Context: an optimization exercise on an open-source flow, tuned for small area. The choices shown serve that exercise and are no tape-out recipe. At most, simulation tests tie the RTL to the original design; equivalence was not proved.

==> run a <==
// game_engine
module game_engine #(
    parameter int NUM_SLOTS = 8
) (
    input  logic                    clk_25MHz,
    input  logic                    rst,
    input  logic                    playing,
    input  logic                    game_init,
    input  logic                    frame_tick,
    input  logic [3:0]              deploy_press,
    input  logic                    upgrade_press,
    input  logic                    hit_valid,
    input  logic [2:0]              hit_slot,
    input  logic [11:0]             hit_amount,
    output logic [14:0]             money,
    output logic [2:0]              purse_level,
    output logic                    able_to_upgrade,
    output logic [3:0]              cd_busy,
    output logic [NUM_SLOTS-1:0]    army_alive,
    output logic [2*NUM_SLOTS-1:0]  army_type,
    output logic [12*NUM_SLOTS-1:0] army_hp
);
clock: 10.0 ns
lec_check: 0
cap_margin: 20
core_margin: 2
core_utilization: 40
cts_buf_list: sky130_fd_sc_hd__clkbuf_4
slew_margin: 20
standard.sh (not shown) runs the stock make flow with config.mk's settings and CLKGATE_MAP_FILE= SYNTH_SCRIPT=/design/flow/synth_recipe.tcl, a recipe that flattens the netlist after the stock synthesis.
==> flow/flow/run.sh <==
#!/bin/bash
# Standard layout, with the ports buffered by the smallest buffer cell.
set -o pipefail
cp standard.sh standard_sh_copy.log 2>/dev/null
export BUFFER_PORTS_ARGS="-buffer_cell sky130_fd_sc_hd__buf_1"
bash standard.sh > standard.log 2>&1
==> inputs of run b, as changes to run a <==
--- a/flow/design.v
+++ b/flow/design.v
@@ -133,14 +133,15 @@
     wire ph_purse  = (phase == PH_PURSE);
     wire ph_income = (phase == PH_INCOME);
     wire ph_finish = (phase == PH_FINISH);
     wire clr       = rst | ph_init;
     logic [11:0] m;
     logic [2:0]  level;
     logic        ureq;
+    logic [11:0] cost;    
     logic [11:0] price;
     logic [11:0] cap;
     logic [2:0]  inc;
     always_comb begin
         case (level)
             3'd0: begin price = 12'd50;  cap = 12'd200;  inc = 3'd1; end
             3'd1: begin price = 12'd100; cap = 12'd400;  inc = 3'd2; end
@@ -148,23 +149,50 @@
             3'd3: begin price = 12'd200; cap = 12'd800;  inc = 3'd3; end
             3'd4: begin price = 12'd300; cap = 12'd1200; inc = 3'd4; end
             3'd5: begin price = 12'd400; cap = 12'd1600; inc = 3'd5; end
             3'd6: begin price = 12'd500; cap = 12'd2000; inc = 3'd5; end
             default: begin price = 12'd0; cap = 12'd2500; inc = 3'd5; end
         endcase
     end
-    wire able = (m >= price) && (level != 3'd7);
+    function automatic logic ge12(input logic [11:0] a, input logic [11:0] b);
+        logic g;
+        g = 1'b1;
+        for (int k = 0; k < 12; k++) g = (a[k] & ~b[k]) | (a[k] & g) | (~b[k] & g);
+        ge12 = g;
+    endfunction
+    wire able = ge12(m, price) && (level != 3'd7);
+    logic [11:0] addend;
+    always_comb begin
+        if (ph_deploy)     addend = ~cost;
+        else if (ph_purse) addend = ~price;
+        else               addend = {9'd0, inc};
+    end
+    wire [12:0] m_sum = {1'b0, m} + {1'b0, addend} + {12'd0, ph_deploy | ph_purse};
+    wire        m_ge  = m_sum[12];    
+    logic [11:0] cap_less_inc;    
+    always_comb begin
+        case (level)
+            3'd0: cap_less_inc = 12'd200;
+            3'd1: cap_less_inc = 12'd399;
+            3'd2: cap_less_inc = 12'd599;
+            3'd3: cap_less_inc = 12'd798;
+            3'd4: cap_less_inc = 12'd1197;
+            3'd5: cap_less_inc = 12'd1596;
+            3'd6: cap_less_inc = 12'd1996;
+            default: cap_less_inc = 12'd2496;
+        endcase
+    end
+    wire [11:0] m_new = (ph_income && ge12(m, cap_less_inc)) ? cap : m_sum[11:0];
     wire upgrade_go = ph_purse && ureq && able;
     logic [3:0] req;
     logic [4:0] cd [4];
     logic [1:0] pick;
     logic       any_req;
     logic [1:0] type_q;
     logic       spawn;
-    logic [11:0] cost;
     logic       roster_full;
     always_comb begin
         any_req = |req;
         if (req[0])      pick = 2'd0;
         else if (req[1]) pick = 2'd1;
         else if (req[2]) pick = 2'd2;
         else if (req[3]) pick = 2'd3;
@@ -172,25 +200,26 @@
         case (pick)
             2'd0: cost = 12'd10;
             2'd1: cost = 12'd25;
             2'd2: cost = 12'd40;
             default: cost = 12'd60;
         endcase
     end
-    wire deploy_go = ph_deploy && any_req && !roster_full && (m >= cost);
+    wire deploy_go = ph_deploy && any_req && !roster_full && m_ge;
     always_ff @(posedge clk_25MHz) begin
         if (clr) begin
             req <= '0;
             for (int b = 0; b < 4; b++) cd[b] <= '0;
         end else begin
             for (int b = 0; b < 4; b++) begin
                 if (ph_deploy) req[b] <= 1'b0;
-                else if (deploy_press[b] && cd[b] == '0) req[b] <= 1'b1;
+                else if (deploy_press[b] && !cd_busy[b]) req[b] <= 1'b1;
                 if (deploy_go && pick == 2'(b)) cd[b] <= 5'd1;
-                else if (ph_finish && cd[b] != '0) cd[b] <= cd[b] + 5'd1;
+                else if (ph_finish)
+                    cd[b] <= {cd[b][3:0], (cd[b][4] ^ cd[b][2]) & (|cd[b][3:0])};
             end
         end
     end
     always_comb begin
         for (int b = 0; b < 4; b++) cd_busy[b] = (cd[b] != '0);
     end
     wire [1:0] type_nxt = ph_deploy ? pick : type_q;
@@ -204,31 +233,29 @@
             m     <= '0;
             level <= '0;
             ureq  <= 1'b0;
         end else begin
             if (ph_purse) ureq <= 1'b0;
             else if (upgrade_press) ureq <= 1'b1;
             if (upgrade_go) level <= level + 3'd1;
-            if (deploy_go) m <= m - cost;
-            else if (upgrade_go) m <= m - price;
-            else if (ph_income) begin
-                if ({1'b0, m} + 13'(inc) > {1'b0, cap}) m <= cap;
-                else m <= m + 12'(inc);
-            end
+            if (deploy_go || upgrade_go || ph_income) m <= m_new;
         end
     end
     assign money           = {3'b000, m};
     assign purse_level     = level;
     assign able_to_upgrade = able;
     logic [7:0]      alive;
     logic [1:0]      utype [8];
     logic [8:0]      hp    [8];
     logic [8:0]      rem   [8];
     assign roster_full = &alive;
-    wire [7:0] free_sel = ~alive & (alive + 8'd1);
+    logic [7:0] free_sel;
+    always_comb begin
+        for (int i = 0; i < 8; i++) free_sel[i] = ~alive[i] & (&(alive | ~((8'd1 << i) - 8'd1)));
+    end
     wire       spawn_place = spawn & ph_place;
     logic [8:0] hp_new;
     always_comb begin
         case (type_nxt)
             2'd0: hp_new = 9'd100;
             2'd1: hp_new = 9'd300;
             2'd2: hp_new = 9'd200;
==> flow/flow/run.sh (replaced) <==
#!/bin/bash
# Standard layout; ports buffered by the smallest buffer; clock tree without dummy loads.
export BUFFER_PORTS_ARGS="-buffer_cell sky130_fd_sc_hd__buf_1"
export CTS_ARGS="-sink_clustering_enable -repair_clock_nets -dont_use_dummy_load -buf_list sky130_fd_sc_hd__clkbuf_4"
bash standard.sh > standard.log 2>&1
Settings changed: CORE_UTILIZATION 40 to 65, CTS_BUF_LIST sky130_fd_sc_hd__clkbuf_4 to unset.
==> inputs of run c, as changes to run a <==
--- a/flow/design.v
+++ b/flow/design.v
@@ -133,14 +133,15 @@
     wire ph_purse  = (phase == PH_PURSE);
     wire ph_income = (phase == PH_INCOME);
     wire ph_finish = (phase == PH_FINISH);
     wire clr       = rst | ph_init;
     logic [11:0] m;
     logic [2:0]  level;
     logic        ureq;
+    logic [11:0] cost;    
     logic [11:0] price;
     logic [11:0] cap;
     logic [2:0]  inc;
     always_comb begin
         case (level)
             3'd0: begin price = 12'd50;  cap = 12'd200;  inc = 3'd1; end
             3'd1: begin price = 12'd100; cap = 12'd400;  inc = 3'd2; end
@@ -148,23 +149,58 @@
             3'd3: begin price = 12'd200; cap = 12'd800;  inc = 3'd3; end
             3'd4: begin price = 12'd300; cap = 12'd1200; inc = 3'd4; end
             3'd5: begin price = 12'd400; cap = 12'd1600; inc = 3'd5; end
             3'd6: begin price = 12'd500; cap = 12'd2000; inc = 3'd5; end
             default: begin price = 12'd0; cap = 12'd2500; inc = 3'd5; end
         endcase
     end
-    wire able = (m >= price) && (level != 3'd7);
+    function automatic logic ge12(input logic [11:0] a, input logic [11:0] b);
+        logic g;
+        g = 1'b1;
+        for (int k = 0; k < 12; k++) g = (a[k] & ~b[k]) | (a[k] & g) | (~b[k] & g);
+        ge12 = g;
+    endfunction
+    wire able = ge12(m, price) && (level != 3'd7);
+    logic [11:0] addend;
+    always_comb begin
+        if (ph_deploy)     addend = ~cost;
+        else if (ph_purse) addend = ~price;
+        else               addend = {9'd0, inc};
+    end
+    logic [12:0] m_sum;
+    always_comb begin
+        logic c;
+        c = ph_deploy | ph_purse;
+        for (int k = 0; k < 12; k++) begin
+            m_sum[k] = m[k] ^ addend[k] ^ c;
+            c = (m[k] & addend[k]) | (m[k] & c) | (addend[k] & c);
+        end
+        m_sum[12] = c;
+    end
+    wire        m_ge  = m_sum[12];    
+    logic [11:0] cap_less_inc;    
+    always_comb begin
+        case (level)
+            3'd0: cap_less_inc = 12'd200;
+            3'd1: cap_less_inc = 12'd399;
+            3'd2: cap_less_inc = 12'd599;
+            3'd3: cap_less_inc = 12'd798;
+            3'd4: cap_less_inc = 12'd1197;
+            3'd5: cap_less_inc = 12'd1596;
+            3'd6: cap_less_inc = 12'd1996;
+            default: cap_less_inc = 12'd2496;
+        endcase
+    end
+    wire [11:0] m_new = (ph_income && ge12(m, cap_less_inc)) ? cap : m_sum[11:0];
     wire upgrade_go = ph_purse && ureq && able;
     logic [3:0] req;
     logic [4:0] cd [4];
     logic [1:0] pick;
     logic       any_req;
-    logic [1:0] type_q;
     logic       spawn;
-    logic [11:0] cost;
     logic       roster_full;
     always_comb begin
         any_req = |req;
         if (req[0])      pick = 2'd0;
         else if (req[1]) pick = 2'd1;
         else if (req[2]) pick = 2'd2;
         else if (req[3]) pick = 2'd3;
@@ -172,87 +208,95 @@
         case (pick)
             2'd0: cost = 12'd10;
             2'd1: cost = 12'd25;
             2'd2: cost = 12'd40;
             default: cost = 12'd60;
         endcase
     end
-    wire deploy_go = ph_deploy && any_req && !roster_full && (m >= cost);
+    wire deploy_go = ph_deploy && any_req && !roster_full && m_ge;
     always_ff @(posedge clk_25MHz) begin
         if (clr) begin
             req <= '0;
             for (int b = 0; b < 4; b++) cd[b] <= '0;
         end else begin
             for (int b = 0; b < 4; b++) begin
                 if (ph_deploy) req[b] <= 1'b0;
-                else if (deploy_press[b] && cd[b] == '0) req[b] <= 1'b1;
+                else if (deploy_press[b] && !cd_busy[b]) req[b] <= 1'b1;
                 if (deploy_go && pick == 2'(b)) cd[b] <= 5'd1;
-                else if (ph_finish && cd[b] != '0) cd[b] <= cd[b] + 5'd1;
+                else if (ph_finish)
+                    cd[b] <= {cd[b][3:0], (cd[b][4] ^ cd[b][2]) & (|cd[b][3:0])};
             end
         end
     end
     always_comb begin
         for (int b = 0; b < 4; b++) cd_busy[b] = (cd[b] != '0);
     end
-    wire [1:0] type_nxt = ph_deploy ? pick : type_q;
-    always_ff @(posedge clk_25MHz) begin
-        type_q <= type_nxt;
-        if (rst) spawn <= 1'b0;
-        else     spawn <= deploy_go;
+    always_ff @(posedge clk_25MHz) begin
+        spawn <= deploy_go;
     end
     always_ff @(posedge clk_25MHz) begin
         if (clr) begin
             m     <= '0;
             level <= '0;
             ureq  <= 1'b0;
         end else begin
             if (ph_purse) ureq <= 1'b0;
             else if (upgrade_press) ureq <= 1'b1;
             if (upgrade_go) level <= level + 3'd1;
-            if (deploy_go) m <= m - cost;
-            else if (upgrade_go) m <= m - price;
-            else if (ph_income) begin
-                if ({1'b0, m} + 13'(inc) > {1'b0, cap}) m <= cap;
-                else m <= m + 12'(inc);
-            end
+            if (deploy_go || upgrade_go || ph_income) m <= m_new;
         end
     end
     assign money           = {3'b000, m};
     assign purse_level     = level;
     assign able_to_upgrade = able;
     logic [7:0]      alive;
     logic [1:0]      utype [8];
     logic [8:0]      hp    [8];
     logic [8:0]      rem   [8];
     assign roster_full = &alive;
-    wire [7:0] free_sel = ~alive & (alive + 8'd1);
+    logic [7:0] free_sel;
+    always_comb begin
+        for (int i = 0; i < 8; i++) free_sel[i] = ~alive[i] & (&(alive | ~((8'd1 << i) - 8'd1)));
+    end
     wire       spawn_place = spawn & ph_place;
     logic [8:0] hp_new;
     always_comb begin
-        case (type_nxt)
+        case (pick)
             2'd0: hp_new = 9'd100;
             2'd1: hp_new = 9'd300;
             2'd2: hp_new = 9'd200;
             default: hp_new = 9'd500;
         endcase
     end
     wire [8:0]  rem_sel = rem[hit_slot];
-    wire [12:0] rem_dif = {4'b0000, rem_sel} - {1'b0, hit_amount};
-    wire [8:0]  rem_hit = rem_dif[12] ? 9'd0 : rem_dif[8:0];
+    logic [8:0] rem_dif;
+    logic       rem_ok;      
+    always_comb begin
+        logic c;             
+        c = 1'b1;
+        for (int k = 0; k < 9; k++) begin
+            rem_dif[k] = rem_sel[k] ^ ~hit_amount[k] ^ c;
+            c = (rem_sel[k] & ~hit_amount[k]) | (rem_sel[k] & c) | (~hit_amount[k] & c);
+        end
+        rem_ok = c & ~|hit_amount[11:9];
+    end
+    wire [8:0]  rem_hit = rem_ok ? rem_dif : 9'd0;
     always_ff @(posedge clk_25MHz) begin
         for (int i = 0; i < 8; i++) begin
-            if (!alive[i]) rem[i] <= hp_new;
+            if (!alive[i]) begin
+                if (ph_deploy) rem[i] <= hp_new;
+            end
             else if (hit_valid && hit_slot == 3'(i)) rem[i] <= rem_hit;
             if (clr) begin
                 alive[i] <= 1'b0;
                 utype[i] <= '0;
                 hp[i]    <= '0;
             end else if (spawn_place && free_sel[i]) begin
                 alive[i] <= 1'b1;
-                utype[i] <= type_q;
+                utype[i] <= {rem[i][7], rem[i][8]};
                 hp[i]    <= rem[i];
             end else if (ph_hurt && alive[i]) begin
                 if (rem[i] == '0) alive[i] <= 1'b0;
                 else hp[i] <= rem[i];
             end
         end
     end
==> flow/flow/run.sh (replaced) <==
#!/bin/bash
# Layout flow: the standard synthesis, then the combinational logic is
# re-mapped for area by ABC (registers, ports and their names are kept), then
# the standard layout from floorplan on. Ports are buffered with buf_1 and
# the clock tree is built without dummy loads.
set -euo pipefail
HERE=$(pwd)
FLOWDIR=$HERE/flow
RES=$HERE/orfs/results/$FLOW_PLATFORM/game_engine/base
YOSYS=$(command -v yosys || echo "$FLOW_HOME/../tools/install/yosys/bin/yosys")
LIB=$FLOW_HOME/platforms/$FLOW_PLATFORM/lib/sky130_fd_sc_hd__tt_025C_1v80.lib

export BUFFER_PORTS_ARGS="-buffer_cell sky130_fd_sc_hd__buf_1"
export CTS_ARGS="-sink_clustering_enable -repair_clock_nets -dont_use_dummy_load -buf_list sky130_fd_sc_hd__clkbuf_16 -sink_clustering_size 28 -sink_clustering_max_diameter 150"

# 1. standard synthesis
bash standard.sh "$RES/1_2_yosys.v" > standard_synth.log 2>&1

# 2. area re-mapping of the combinational logic
cp "$RES/1_2_yosys.v" "$HERE/synth_standard.v"
# the combinational cells' functions, as Verilog modules
"$YOSYS" -q -p "read_liberty -ignore_miss_func $LIB; delete sky130_fd_sc_hd__df* sky130_fd_sc_hd__edf* sky130_fd_sc_hd__sdf* sky130_fd_sc_hd__sedf* sky130_fd_sc_hd__dl* sky130_fd_sc_hd__conb_1 sky130_fd_sc_hd__lpflow* sky130_fd_sc_hd__probe*; write_verilog -noattr $HERE/comb_cells.v" > "$HERE/comb_cells.log" 2>&1
DONT=$(grep -o 'cell *( *"\?sky130_fd_sc_hd__\(lpflow\|probe\)[a-z0-9_]*' "$LIB" | sed 's/.*(\s*"\?//' | sort -u | sed 's/^/-dont_use /' | tr '\n' ' ')
sed -e "s#@LIB@#$LIB#g" -e "s#@IN@#$HERE/synth_standard.v#" -e "s#@OUT@#$HERE/synth_remapped.v#" \
    -e "s#@SCRIPT@#$FLOWDIR/remap.abc#" -e "s#@COMB@#$HERE/comb_cells.v#" -e "s#@DONT@#$DONT#" "$FLOWDIR/remap.ys" > "$HERE/remap_run.ys"
"$YOSYS" -s "$HERE/remap_run.ys" > "$HERE/remap.log" 2>&1
cp "$HERE/synth_remapped.v" "$RES/1_2_yosys.v"
touch "$RES/1_2_yosys.v"

# 3. the rest of the standard layout
bash standard.sh > standard_layout.log 2>&1
==> flow/flow/remap.abc (new file) <==
strash
dch -f
map -a
strash
balance
rewrite
refactor
balance
rewrite
rewrite -z
balance
refactor -z
rewrite -z
balance
dch -f
map -a
strash
dch -f
map -a
topo
==> flow/flow/remap.ys (new file) <==
# Registers and tie cells stay library cells; every combinational cell is
# turned back into plain logic and mapped again by ABC for area.
read_liberty -lib @LIB@
read_verilog @IN@
hierarchy -check -top game_engine
techmap -map @COMB@
techmap
rename -hide w:* o:* %d i:* %d
opt -purge
check -assert
abc -liberty @LIB@ -script @SCRIPT@ @DONT@
opt_clean -purge
setundef -zero
splitnets
opt_clean -purge
hilomap -singleton -hicell sky130_fd_sc_hd__conb_1 HI -locell sky130_fd_sc_hd__conb_1 LO
insbuf -buf sky130_fd_sc_hd__buf_4 A X
check -assert
stat -liberty @LIB@
write_verilog -noattr -nohex -nodec @OUT@
Settings changed: ABC_AREA set to 1, CTS_BUF_LIST sky130_fd_sc_hd__clkbuf_4 to unset.
==> inputs of run d, as changes to run a <==
==> flow/run.sh (new file) <==
#!/bin/bash
# synth_recipe.tcl (not shown) runs the flow's synth.tcl, then flattens the netlist and writes it again
# the make line also repeats each setting of config.mk as NAME=value (left out here)
make -C /OpenROAD-flow-scripts/flow DESIGN_CONFIG=/design/flow/config.mk WORK_HOME=/design/flow/orfs CLKGATE_MAP_FILE= SYNTH_SCRIPT=/design/flow/synth_recipe.tcl finish
Settings changed: CTS_BUF_LIST sky130_fd_sc_hd__clkbuf_4 to unset.
removed: flow/flow/run.sh
removed: flow/standard.sh
==> impl_metrics.tcl <==
set metrics [dict create \
    status "no timing/DRC/antenna violations" \
    gr-usage-met2 0.3752 \
    clk-power_uw 471 \
    crit_arrival_ns 7.95 \
    grt_start_max_net_pins 60 \
    reg2reg_depth 31 \
    layout_common_cells "236 x nor2_1, 193 x o21ai_0, 170 x nand2_1" \
    antenna_found_initial 0 \
    path_class "input port to flop" \
    hold-path-endpoint "cd[3][4]" \
    top_area_cell_class "registers" \
    clkTransAtPathRegs_ns 0.11 \
    n_all_inverters 134 \
    p_leak_nw 3.931 \
    finalWorstSetupSlack_ns 2.347 \
    taps 324 \
    seqCellArea_mm2 0.004965 \
    reg2reg_slack_ns 4.56 \
]
The numbers above come from run c.

==> impl_metrics.tcl <==
set metrics [dict create \
    status "no timing/DRC/antenna violations" \
    layout_common_cells "172 x nor2_1, 142 x dfxtp_1, 141 x buf_1" \
    antenna_found_initial 1 \
    finalWorstSetupSlack_ns 4.346 \
    reg2reg_depth 15 \
    hold-path-endpoint "cd[1][4]" \
    n_all_inverters 46 \
    taps 225 \
    grt_start_max_net_pins 107 \
    clkTransAtPathRegs_ns 0.06 \
    seqCellArea_mm2 0.005005 \
    p_leak_nw 5.175 \
    clk-power_uw 559 \
    crit_arrival_ns 6.18 \
    path_class "input port to flop" \
]
The numbers above come from run b.

==> impl_metrics.tcl <==
set metrics [dict create \
    clk_latency_ns 0.73 \
    grt_start_max_net_pins 65 \
    p_sw_frac 0.3073 \
    synth_top_family_by_area "simple AND/OR/NAND/NOR gates" \
    crit_arrival_ns 6.48 \
    status "no timing/DRC/antenna violations" \
    reg2reg_slack_ns 4.54 \
    path_class "input port to flop" \
    antenna_found_initial 1 \
    reg2reg_depth 21 \
    taps 384 \
    totalPowerFinal_mw 2.239 \
    layout_common_cells "199 x nor2_1, 142 x dfxtp_1, 141 x buf_1" \
    clk-power_uw 815 \
    gr-usage-met2 0.3776 \
    clkTransAtPathRegs_ns 0.07 \
    n_all_inverters 61 \
    p_clk_frac 0.364 \
    setup_viol 0 \
    n_all_buffers 162 \
    top_area_cell_class "multi-input gates" \
    final_common_cell "nor2_1" \
]
The numbers above come from run a.

==> impl_metrics.tcl <==
set metrics [dict create \
    top_area_cell_class "multi-input gates" \
    p_leak_nw 5.668 \
    status "no timing/DRC/antenna violations" \
    seqCellArea_mm2 0.005005 \
    clkTransAtPathRegs_ns 0.06 \
    n_all_inverters 61 \
    hold-path-endpoint "utype[3][0]" \
    reg2reg_depth 21 \
    finalWorstSetupSlack_ns 3.446 \
    layout_common_cells "199 x nor2_1, 142 x dfxtp_1, 141 x clkdlybuf4s50_1" \
    path_class "flop to primary output" \
    clk-power_uw 936 \
    crit_arrival_ns 4.55 \
    taps 384 \
    grt_start_max_net_pins 105 \
]
The numbers above come from run d.

Only the layout flow was run in run b; the RTL was not checked for function there.

==> afterwards: timing with drivers on the ports <==
The results above use ideal ports. As a check the final layouts listed here were re-extracted and re-timed, cells and wires unchanged. Step 1: set_driving_cell puts a clkbuf_16 on clk_25MHz and a buf_2 on each other input, an assumption about the parent block. Step 2 moves the port delays by t, midway between the first and last clock arrival at a register: inputs arrive t later, outputs are due t later. That takes back most of the time a late clock gives input paths. Slacks: no drivers / after step 1 / after step 2; pairs: no drivers / after step 1.
run | shift t [ns] | slack for setup (ns) | worst hold slack (ns) | worst setup path after step 2 | latest minus earliest clock arrival (ns)
run a | 0.738 | 4.058 / 4.072 / 3.334 | 0.463 / 0.463 / 0.463 | input to register | 0.073 / 0.074
run b | 0.681 | 4.346 / 4.365 / 3.684 | 0.462 / 0.462 / 0.462 | input to register | 0.068 / 0.068
run c | 0.504 | 2.347 / 2.345 / 1.842 | 0.464 / 0.464 / 0.464 | input to register | 0.049 / 0.049
run d | 0.571 | 3.446 / 3.396 / 3.162 | 0.476 / 0.476 / 0.476 | input to register | 0.017 / 0.016
After both steps every run listed still meets setup and hold. For run a, which loses most, drivers alone change the setup slack by +0.014 ns; drivers and shift together by -0.724 ns.
